From an optimization exercise on the open Yosys and OpenROAD flow, aimed at small area, a short achievable clock period and few clock cycles per item; shortcuts taken in it are not production practice. The RTL was checked by simulation tests, not by an equivalence proof against the original design. The clock port is modelled as an ideal driver; clocking choices that lean on that would not hold on a real chip. Power and IR drop assume default switching activity.

==> flow/design.v, too long to show whole: its modules and the start of the top module <==
// module cnn_dvcon_fa: 11 lines
// module cnn_dvcon_ha: 10 lines
// module cnn_dvcon_en: 8 lines
// module cnn_dvcon_bsel: 11 lines
// module cnn_dvcon: 3334 lines
module cnn_dvcon
(
  input  logic               aclk,
  input  logic               aresetn,
  input  logic [cnn_dvcon_pkg::TDATA_W-1:0] s_axis_tdata,
  input  logic               s_axis_tvalid,
  output logic               s_axis_tready,
  output logic [cnn_dvcon_pkg::ACC_W-1:0]   m_axis_tdata,
  output logic               m_axis_tvalid,
  input  logic               m_axis_tready
);
  // ...
==> flow/flow/run.sh <==
#!/bin/bash
# Standard layout (the standard.sh) with two changes:
#  - the port buffers are sky130_fd_sc_hd__buf_2 cells rather than the delay cells
#    buffer_ports picks by default;
#  - clock tree synthesis builds from clkbuf_4/clkbuf_8 and adds no dummy
#    load cells (otherwise the same clock_tree_synthesis arguments as ORFS).
set -e
export BUFFER_PORTS_ARGS="-buffer_cell sky130_fd_sc_hd__buf_2"
export CTS_ARGS="-sink_clustering_enable -repair_clock_nets -dont_use_dummy_load -buf_list {sky130_fd_sc_hd__clkbuf_4 sky130_fd_sc_hd__clkbuf_8}"
bash standard.sh > standard_flow.log 2>&1
==> flow/standard.sh <==
#!/bin/bash
# synth_recipe.tcl (not shown) runs the flow's synth.tcl, then flattens the netlist and writes it again
# the make line also repeats each setting of config.mk as NAME=value (left out here)
make -C /OpenROAD-flow-scripts/flow DESIGN_CONFIG=/design/flow/config.mk WORK_HOME=/design/flow/orfs CLKGATE_MAP_FILE= SYNTH_SCRIPT=/design/flow/synth_recipe.tcl "${@:-finish}"
==> flow/config.mk <==
export PLATFORM = sky130hd
export DESIGN_NAME = cnn_dvcon
export DESIGN_NICKNAME = cnn_dvcon
export VERILOG_FILES = /design/flow/design.v
export SDC_FILE = /design/flow/constraint.sdc
export NUM_CORES = 4
export LEC_CHECK = 0
export CAP_MARGIN = 20
export CORE_MARGIN = 2
export CORE_UTILIZATION = 40
export CTS_BUF_LIST = sky130_fd_sc_hd__clkbuf_4 sky130_fd_sc_hd__clkbuf_8
export PLACE_DENSITY = 0.75
export SETUP_SLACK_MARGIN = 4.1
export SLEW_MARGIN = 20
export SYNTH_HIERARCHICAL = 1
==> flow/constraint.sdc <==
create_clock -name core_clock -period 8.0 [get_ports {aclk}]
set_input_delay 1.6000 -clock core_clock [delete_from_list [all_inputs] [get_ports {aclk}]]
set_output_delay 1.6000 -clock core_clock [all_outputs]
set_load 0.01 [all_outputs]
==> qor.yml, run 1 <==
cpMostUsedCell: "fa_1"
r2r-start: "r0_fs_219"
top_layer: "met5"
power_mw: 9.98
avgViaCountPerCell: 5.66
endpoint_kind: "flop"
drive_gt1_share_pct: 21.8
portBuffers: 169
synth-compound-area-share_pct: 0.825
largest_register_ff_count: 2
cts_sinks: 164
async_reset_ff_share_pct: 1.22
cp_slowest_cell: "fa_1"
drc_errors: 0
place_area_sq_um: 21100
reg2regPathDepth: 7
multi_input_area_share_pct: 67.6
pwr-share-clk_pct: 4.7
crit_end: "r0_fs_324"
cp_num_cells: 6
path_buf_inv: 1
grt_pass1_vias: 14000
synth_xor_area_share_pct: 0.364
die_width_um: 223
wl_met2_um: 30800
synthAdderAreaFrac_pct: 58.4
gr-usage-met2_pct: 43.7
status: "timing/DRC/antenna clean"
grt_use_total_pct: 26.1
Testbench counts, summed over its fixed seeds: cycles 16,016, items 16,000.
==> run 2, diff against run 1 <==
--- a/flow/design.v
+++ b/flow/design.v
@@ -37,17 +37,6 @@
 );
   assign en = !m_valid || m_ready;
 endmodule
-module cnn_dvcon_bsel
-(
-  input  logic one,
-  input  logic two,
-  input  logic neg,
-  input  logic x1,
-  input  logic x0,
-  output logic p
-);
-  assign p = ((one & x1) | (two & x0)) ^ neg;
-endmodule
 import cnn_dvcon_pkg::*;
 module cnn_dvcon
 (
--- a/flow/config.mk
+++ b/flow/config.mk
@@ -7,9 +7,9 @@
 export LEC_CHECK = 0
 export CAP_MARGIN = 20
 export CORE_MARGIN = 2
-export CORE_UTILIZATION = 40
+export CORE_UTILIZATION = 65
 export CTS_BUF_LIST = sky130_fd_sc_hd__clkbuf_4 sky130_fd_sc_hd__clkbuf_8
 export PLACE_DENSITY = 0.75
-export SETUP_SLACK_MARGIN = 4.1
+export SETUP_SLACK_MARGIN = 4.0
 export SLEW_MARGIN = 20
 export SYNTH_HIERARCHICAL = 1
==> run 2 against run 1 <==
Against the previous run: still clean on timing, DRC and antenna; cell count shrank 10%; fmax is essentially flat; via count grew 1.6%; cell area shrank 3.0%; total power grew 2.9%; clock power is essentially flat; core utilization grew 26 points; worst setup slack lost 0.0015 ns; global-route usage grew 16 points; wire length shrank 1.6%; synthesized cell count is the same; critical path depth is the same; largest power group unchanged.
==> qor.yml, run 2 <==
critPathRequiredTime_ns: 8.19  # was 8.21 ns
rrSetupSlack_ns: 4.22  # about the same
leakagePower_nw: 7.46  # was 7.48 nW
setup_viol: 0  # unchanged
place_hpwl_um: 52900  # was 54,700 um
synth.top_cell.area_share_pct: 57.0  # unchanged
endpoint_kind: "flop"  # unchanged
path_buf_inv: 1  # unchanged
max_stage_delay_ns: 0.59  # was 0.69 ns
grt_use_total_pct: 42.2  # was 26.1%
die_width_um: 176  # was 223 um
hold_ws_ns: 0.441  # was 0.423 ns
synth.most_common_cell: "fa_1"  # unchanged
mostFrequentLayoutCells: "fa_1, nand2_1, buf_2"  # was nand2_1, fa_1, buf_2
rows: 63  # was 80
syn_area_per_cell_sq_um: 13.2  # unchanged
grt_pass1_vias: 13800  # was 14,000
drive_gt1_share_pct: 13.9  # was 21.8%
yosysSeqAreaShare_pct: 25.5  # unchanged
seq_area_sq_um: 4910  # unchanged
area_delta_synth_final_pct: 7.44  # was 10.8%
multiInputGateArea_sq_um: 14000  # was 14,400 sq um
hold_path_class: "flop to flop"  # unchanged
cp_data_arrival_time_ns: 4.06  # was 4.09 ns
avgViaCountPerCell: 6.40  # was 5.66
synth_edf_count: 162  # unchanged
synthCells: 1458  # unchanged
postCtsHoldBufs: 0  # unchanged
numCtsBuffers: 17  # unchanged
drv_cap: 0  # unchanged
fin_crit_ns: 3.88  # about the same
rsz0062_at_grt: "false"  # unchanged
initial_core_util_pct: 65.5  # was 40.4%
synth_area_leaders: "fa_1, edfxtp_1, nand2_1"  # unchanged
worst_slew_pin_slew_ns: 0.858  # was 1.05 ns
dieArea_sq_um: 31000  # was 49,900 sq um
vias: 12700  # was 12,500
ant_nets: 0  # unchanged
peakVddDrop_mv: 0.552  # was 0.370 mV
firstDrtPassIters: 5  # was 6
status: "timing/DRC/antenna clean"  # unchanged
cp_top_family: "adder cells"  # unchanged
path_cells: "buf_2 -> and2_1 -> fa_1 -> fa_1 -> fa_2 -> fa_1"  # was buf_2 -> and2_1 -> fa_1 -> fa_1 -> fa_1 -> fa_1
ys_top_cells_by_count: "fa_1, nand2_1, edfxtp_1"  # unchanged
num-fill-cells: 2009  # was 4,317
critPathLaunchType: "primary input"  # unchanged
max_flop_register: "vld"  # unchanged
yosysTopAreaCell: "fa_1"  # unchanged
reg2regPathDepth: 7  # unchanged
r2r-start: "r0_fs_169"  # was r0_fs_219
core_sq_um: 29400  # was 47,600 sq um
rr_endpoint: "r1_hs_4"  # unchanged
async_reset_ff_share_pct: 1.22  # unchanged
antenna_found_initial: 9  # was 6
synth_fp_nets: 2176  # unchanged
cts_sinks: 164  # unchanged
hold_viol_final: 0  # unchanged
boundaryPins: 170  # unchanged
path_max_fanout: 8  # unchanged
routedWlPerCell_um: 31.1  # was 28.4 um
postCtsSetupBuffers: 0  # unchanged
drtIter0Drc: 1740  # was 1,320
drt-total-wl_um: 61600  # was 62,700 um
synth-seq-cells: 164  # unchanged
skew_ns: 0.0342  # was 0.0396 ns
yosys_warnings: 7  # unchanged
power_density_nw_per_um2: 496  # was 468 nW/um^2
overflow: 0  # unchanged
synth_ff_type: "edfxtp_1"  # unchanged
path_class: "primary input to flop"  # unchanged
clkTransAtPathRegs_ns: 0.09  # was 0.11 ns
hold_path_depth: 0  # unchanged
hold_start: "r0_fs_3"  # was r0_fs_14
drc_errors: 0  # unchanged
fp.dieH_um: 176  # was 223 um
cpMostUsedCell: "fa_1"  # unchanged
largest_register_ff_count: 2  # unchanged
place_congestion: 1.04  # was 1.01
grt_pass1_wl_um: 89500  # was 92,600 um
min_to: "r1_r0_fs_3"  # was r1_r0_fs_14
nets: 2307  # unchanged
slew_headroom_pct: 42.8  # was 30.1%
syn_area_sq_um: 19300  # unchanged
cts_tree: "done"  # unchanged
fmax_mhz: 258  # about the same
grt_max_degree: 63  # was 81
ys_types: 31  # unchanged
tns_ns: 0  # unchanged
drv_slew: 0  # unchanged
portBuffers: 169  # unchanged
cts.repair.resized: 0  # unchanged
cp_slowest_cell: "fa_1"  # unchanged
insertion_delay_ns: 0.48  # was 0.50 ns
finalCritPeriodShare_pct: 48.5  # about the same
final_common_cell: "fa_1"  # was nand2_1
-- run 2: cell counts after synthesis --
Identical to the previous run, type by type.
-- run 2: cell families after synthesis --
| family | count (synthesis) | share of synthesized area [%] |
|---|---|---|
| and+or+nand+nor | 598 | 12.9 |
| adders and majority gates | 570 | 58.4 |
| DFF | 164 | 25.5 |
| buffers and inverters | 95 | 1.87 |
| AOI/OAI and AO/OA | 21 | 0.825 |
| xor gates and xnor gates | 8 | 0.364 |
| muxes | 2 | 0.117 |
-- run 2: power by group --
part	internal [mW]	switching, mW
clock network	0.188	0.284
registers	2.24	0.256
logic	3.30	4.00
total	5.73	4.54
-- run 2: worst register-to-register path: stages (launching register included) --
cell,delay (ns)
edfxtp_1,0.45
fa_1,0.48
fa_1,0.50
fa_1,0.48
fa_1,0.48
fa_1,0.43
fa_1,0.43
ha_1,0.31
-- run 2: area by class of cell --
type                       count  area share, %
inverter                      36          0.653
clock buffer                  17           1.13
antenna                        2         0.0242
tap                          390           2.36
sequential                   164           23.8
multi-input combinational   1199           67.9
timing repair buffer         171           4.16
-- run 2: per-module statistics from Yosys (local to each module, per instance) --
module	cells	cell area, sq um	times used
cnn_dvcon_fa	1	20.0	548
cnn_dvcon	898	8150	1
cnn_dvcon_ha	1	12.5	10
cnn_dvcon_en	1	6.26	2
-- run 2: metrics by stage --
step,util (%),power [mW],instances,worst slack (ns),area (sq um)
3_5_place_dp,69.5,9.79,1960,3.65,20400
3_3_place_gp,69.5,9.23,1960,3.68,20400
2_1_floorplan,-,6.96,1458,4.00,19400
6_report,70.4,10.3,1979,4.12,20700
4_1_cts,70.3,10.3,1977,4.16,20700
5_1_grt,70.3,11.2,1977,4.09,20700
-- run 2: worst max-delay path by stage --
stage	slack [ns]	start	to	cells past startpoint
4_1_cts	4.16	s_axis_tdata[59]	r0_fs_395	6
5_1_grt	4.09	r1_hc_1	m_axis_tdata[15]	6
3_5_place_dp	3.65	s_axis_tdata[66]	r0_fs_362	6
2_1_floorplan	4.00	s_axis_tdata[125]	r0_fs_278	6
3_3_place_gp	3.68	s_axis_tdata[59]	r0_fs_395	6
6_report	4.12	s_axis_tdata[51]	r0_fs_395	6
-- run 2: layer usage --
| metal | wire [um] | track usage (%) | vias up |
|---|---|---|---|
| met5 | 92 | 0 | - |
| met4 | 2360 | 14.0 | 16 |
| met3 | 8650 | 15.7 | 208 |
| met2 | 28100 | 63.3 | 1099 |
| met1 | 22500 | 58.5 | 6568 |
| li1 | - | - | 4774 |
Testbench counts of run 2, summed over its fixed seeds: cycles 16,016, items 16,000.
==> run 3, diff against run 2 <==
==> flow/flow/run.sh (replaced) <==
#!/bin/bash
# Standard layout (the standard.sh), except that the port buffers are
# sky130_fd_sc_hd__buf_2 cells rather than the delay cells buffer_ports picks by default.
set -e
export BUFFER_PORTS_ARGS="-buffer_cell sky130_fd_sc_hd__buf_2"
bash standard.sh > standard_flow.log 2>&1
--- a/flow/config.mk
+++ b/flow/config.mk
@@ -8,7 +8,6 @@
 export CAP_MARGIN = 20
 export CORE_MARGIN = 2
 export CORE_UTILIZATION = 65
-export CTS_BUF_LIST = sky130_fd_sc_hd__clkbuf_4 sky130_fd_sc_hd__clkbuf_8
 export PLACE_DENSITY = 0.75
 export SETUP_SLACK_MARGIN = 4.0
 export SLEW_MARGIN = 20
==> run 3 against run 2 <==
Against the previous run: via count is essentially flat; register-to-register slack lost 0.03 ns; total power rose by 3.0%; global-route usage rose by 0.37 points.
==> qor.yml, run 3 <==
status: "timing/DRC/antenna clean"  # unchanged
path_class: "primary input to flop"  # unchanged
boundaryPins: 170  # unchanged
postCtsSetupBuffers: 0  # unchanged
ys_top_cells_by_count: "fa_1, nand2_1, edfxtp_1"  # unchanged
yosys.area_share.simple_pct: 12.9  # unchanged
setup_viol: 0  # unchanged
portBuffers: 169  # unchanged
grt_use_total_pct: 42.6  # was 42.2%
tns_ns: 0  # unchanged
p_comb_share_pct: 68.8  # was 71.1%
dp.cells: 1960  # unchanged
syn_area_sq_um: 19300  # unchanged
hold_viol_final: 0  # unchanged
ys_types: 31  # unchanged
hold_path_class: "flop to flop"  # unchanged
grt_max_degree: 63  # unchanged
die_width_um: 176  # unchanged
hold_ws_ns: 0.438  # was 0.441 ns
syn_area_per_cell_sq_um: 13.2  # unchanged
yosys_warnings: 7  # unchanged
numCtsBuffers: 17  # unchanged
drv_cap: 0  # unchanged
hold_start: "r0_fs_14"  # was r0_fs_3
critPathRequiredTime_ns: 8.15  # was 8.19 ns
async_reset_ff_share_pct: 1.22  # unchanged
drt-total-wl_um: 62100  # was 61,600 um
postCtsHoldBufs: 0  # unchanged
core_sq_um: 29400  # unchanged
seq_area_sq_um: 4910  # unchanged
grt_pass1_wl_um: 89700  # was 89,500 um
root_buffer: "clkbuf_16"
hold_path_depth: 0  # unchanged
synth_ff_type: "edfxtp_1"  # unchanged
clkTransAtPathRegs_ns: 0.08  # was 0.09 ns
insertion_delay_ns: 0.44  # was 0.48 ns
r2r-start: "r0_fs_225"  # was r0_fs_169
initial_core_util_pct: 65.5  # unchanged
place_hpwl_um: 52900  # unchanged
synth_top_family_by_area: "adder cells"  # unchanged
fmax_mhz: 253  # was 258 MHz
antenna_found_initial: 7  # was 9
power_density_nw_per_um2: 503  # was 496 nW/um^2
final_common_cell: "fa_1"  # unchanged
cts_tree: "done"  # unchanged
synth-seq-cells: 164  # unchanged
cp-startpoint: "s_axis_tdata[51]"  # unchanged
dieArea_sq_um: 31000  # unchanged
mostFrequentLayoutCells: "fa_1, nand2_1, buf_2"  # unchanged
num-fill-cells: 1976  # was 2,009
cts.repair.resized: 0  # unchanged
avgViaCountPerCell: 6.35  # was 6.40
rsz0062_at_grt: "false"  # unchanged
synth_area_leaders: "fa_1, edfxtp_1, nand2_1"  # unchanged
ant_nets: 0  # unchanged
path_max_fanout: 8  # unchanged
fin_cells: 1997  # was 1,979
multiInputGateArea_sq_um: 14000  # unchanged
overflow: 0  # unchanged
drive_gt1_share_pct: 14.7  # was 13.9%
synth-compound-area-share_pct: 0.825  # unchanged
largest_register_ff_count: 2  # unchanged
drc_errors: 0  # unchanged
synth_fp_nets: 2176  # unchanged
synthCells: 1458  # unchanged
skew_ns: 0.0138  # was 0.0342 ns
nets: 2307  # unchanged
place_congestion: 1.04  # unchanged
drtIter0Drc: 1607  # was 1,740
htree_levels: 4
vias: 12700  # about the same
p_switching_mw: 4.63  # was 4.54 mW
synth.top_cell.area_share_pct: 57.0  # unchanged
intPower_mw: 5.95  # was 5.73 mW
seqPwrFrac_pct: 23.7  # was 24.3%
synth_mux_area_share_pct: 0.117  # unchanged
yosysTopAreaCell: "fa_1"  # unchanged
peakVddDrop_mv: 0.561  # was 0.552 mV
routedWlPerCell_um: 31.1  # about the same
synthAdderAreaFrac_pct: 58.4  # unchanged
pwr-share-clk_pct: 7.5  # was 4.6%
drv_slew: 0  # unchanged
yosysSeqAreaShare_pct: 25.5  # unchanged
p_sw_share_pct: 43.8  # was 44.2%
firstDrtPassIters: 8  # was 5
rrSetupSlack_ns: 4.19  # was 4.22 ns
cts_sinks: 164  # unchanged
clockBufferDepth: 2
max_flop_register: "vld"  # unchanged
reg2regPathDepth: 7  # unchanged
rr_endpoint: "r1_hs_4"  # unchanged
synth_edf_count: 162  # unchanged
area_delta_synth_final_pct: 9.14  # was 7.44%
final_util_pct: 71.5  # was 70.4%
slew_headroom_pct: 41.8  # was 42.8%
grt_pass1_vias: 13900  # was 13,800
endpoint_kind: "flop"  # unchanged
synth.most_common_cell: "fa_1"  # unchanged
cp_data_arrival_time_ns: 4.10  # was 4.06 ns
fp.dieH_um: 176  # unchanged
min_to: "r1_r0_fs_14"  # was r1_r0_fs_3
worst_slew_pin_slew_ns: 0.873  # was 0.858 ns
rows: 63  # unchanged
leakagePower_nw: 7.60  # was 7.46 nW
finalCritPeriodShare_pct: 49.4  # was 48.5%
critPathLaunchType: "primary input"  # unchanged
fin_crit_ns: 3.95  # was 3.88 ns
synth_xor_area_share_pct: 0.364  # unchanged
-- run 3: final cells by class --
class                      instances  area share (%)
clock inverter                    14           0.595
multi-input combinational       1199            66.9
inverter                          36           0.643
timing repair buffer             171            4.10
tap                              390            2.32
antenna                            5          0.0595
sequential                       164            23.4
clock buffer                      18            2.04
-- run 3: modules after synthesis (local to each module, per instance) --
| module | flip-flops and latches | times used |
|---|---|---|
| cnn_dvcon | 164 | 1 |
| cnn_dvcon_fa | 0 | 548 |
| cnn_dvcon_en | 0 | 2 |
| cnn_dvcon_ha | 0 | 10 |
-- run 3: worst max-delay path by stage --
stage | to | slack (ns) | cells after the start
after floorplan | r0_fs_278 | 4.00 | 6
after global placement | r0_fs_395 | 3.68 | 6
after detailed placement | r0_fs_362 | 3.65 | 6
after CTS | r0_fs_395 | 4.11 | 6
after global routing | r0_fs_395 | 4.04 | 6
final | r0_fs_395 | 4.05 | 6
-- run 3: worst max-delay path, stage by stage --
cell,delay [ns]
buf_2,0.27
and2_1,0.19
fa_1,0.44
fa_1,0.60
fa_2,0.44
fa_1,0.55
-- run 3: through the flow --
| step | area, sq um | setup slack [ns] | power (mW) |
|---|---|---|---|
| final | 21000 | 4.05 | 10.6 |
| after global routing | 21000 | 4.04 | 11.5 |
| after CTS | 21000 | 4.11 | 10.6 |
| after detailed placement | 20400 | 3.65 | 9.79 |
| after global placement | 20400 | 3.68 | 9.23 |
| after floorplan | 19400 | 4.00 | 6.96 |
-- run 3: power by group through the flow --
stage | logic (mW) | clock network (mW) | registers (mW)
CTS | 7.33 | 0.808 | 2.50
finish | 7.28 | 0.797 | 2.50
detailed placement | 7.27 | 0 | 2.52
global route | 8.17 | 0.831 | 2.55
global placement | 6.73 | 0 | 2.49
floorplan | 4.51 | 0 | 2.45
-- run 3: cell families after synthesis --
kind of cell / after synthesis
compound gates: 21
xor+xnor: 8
fa+ha+maj: 570
buf+inv: 95
flops: 164
mux: 2
simple gates: 598
-- run 3: per-layer routing --
layer / vias to the layer above / global-route usage (%) / part of all wire [%]
met5: - / 0 / 0.12
met1: 6579 / 56.8 / 35
met2: 1087 / 64.3 / 46
li1: 4797 / - / -
met3: 202 / 18.5 / 15
met4: 12 / 13.6 / 3.8

==> separate check: timing with driven ports <==
In the flow no input, the clock included, has a driving cell. The finished layouts below were timed again as built, in two steps.
Step 1 (the two cells are an assumption about what drives the block):
set clk [get_ports {aclk}]
set_driving_cell -lib_cell sky130_fd_sc_hd__clkbuf_16 $clk
set_driving_cell -lib_cell sky130_fd_sc_hd__buf_2 [delete_from_list [all_inputs] $clk]
Step 2 moves the port delays by t, midway between the first and last clock arrival at a register: inputs arrive t later, outputs are due t later. That takes back most of the time a late clock gives input paths.
Slacks: ideal / step 1 / step 2; pairs: ideal / step 1.
run | t (ns) | setup slack, ns | worst hold slack (ns) | latest minus earliest clock arrival (ns)
run 1 | 0.528 | 4.122 / 4.149 / 3.620 | 0.423 / 0.423 / 0.423 | 0.041 / 0.041
run 2 | 0.509 | 4.120 / 4.147 / 3.638 | 0.441 / 0.441 / 0.441 | 0.036 / 0.036
run 3 | 0.487 | 4.052 / 4.082 / 3.595 | 0.438 / 0.438 / 0.438 | 0.018 / 0.018
After both steps every run listed still meets setup and hold. For run 1, which loses most, drivers alone change the setup slack by +0.027 ns; drivers and shift together by -0.502 ns.
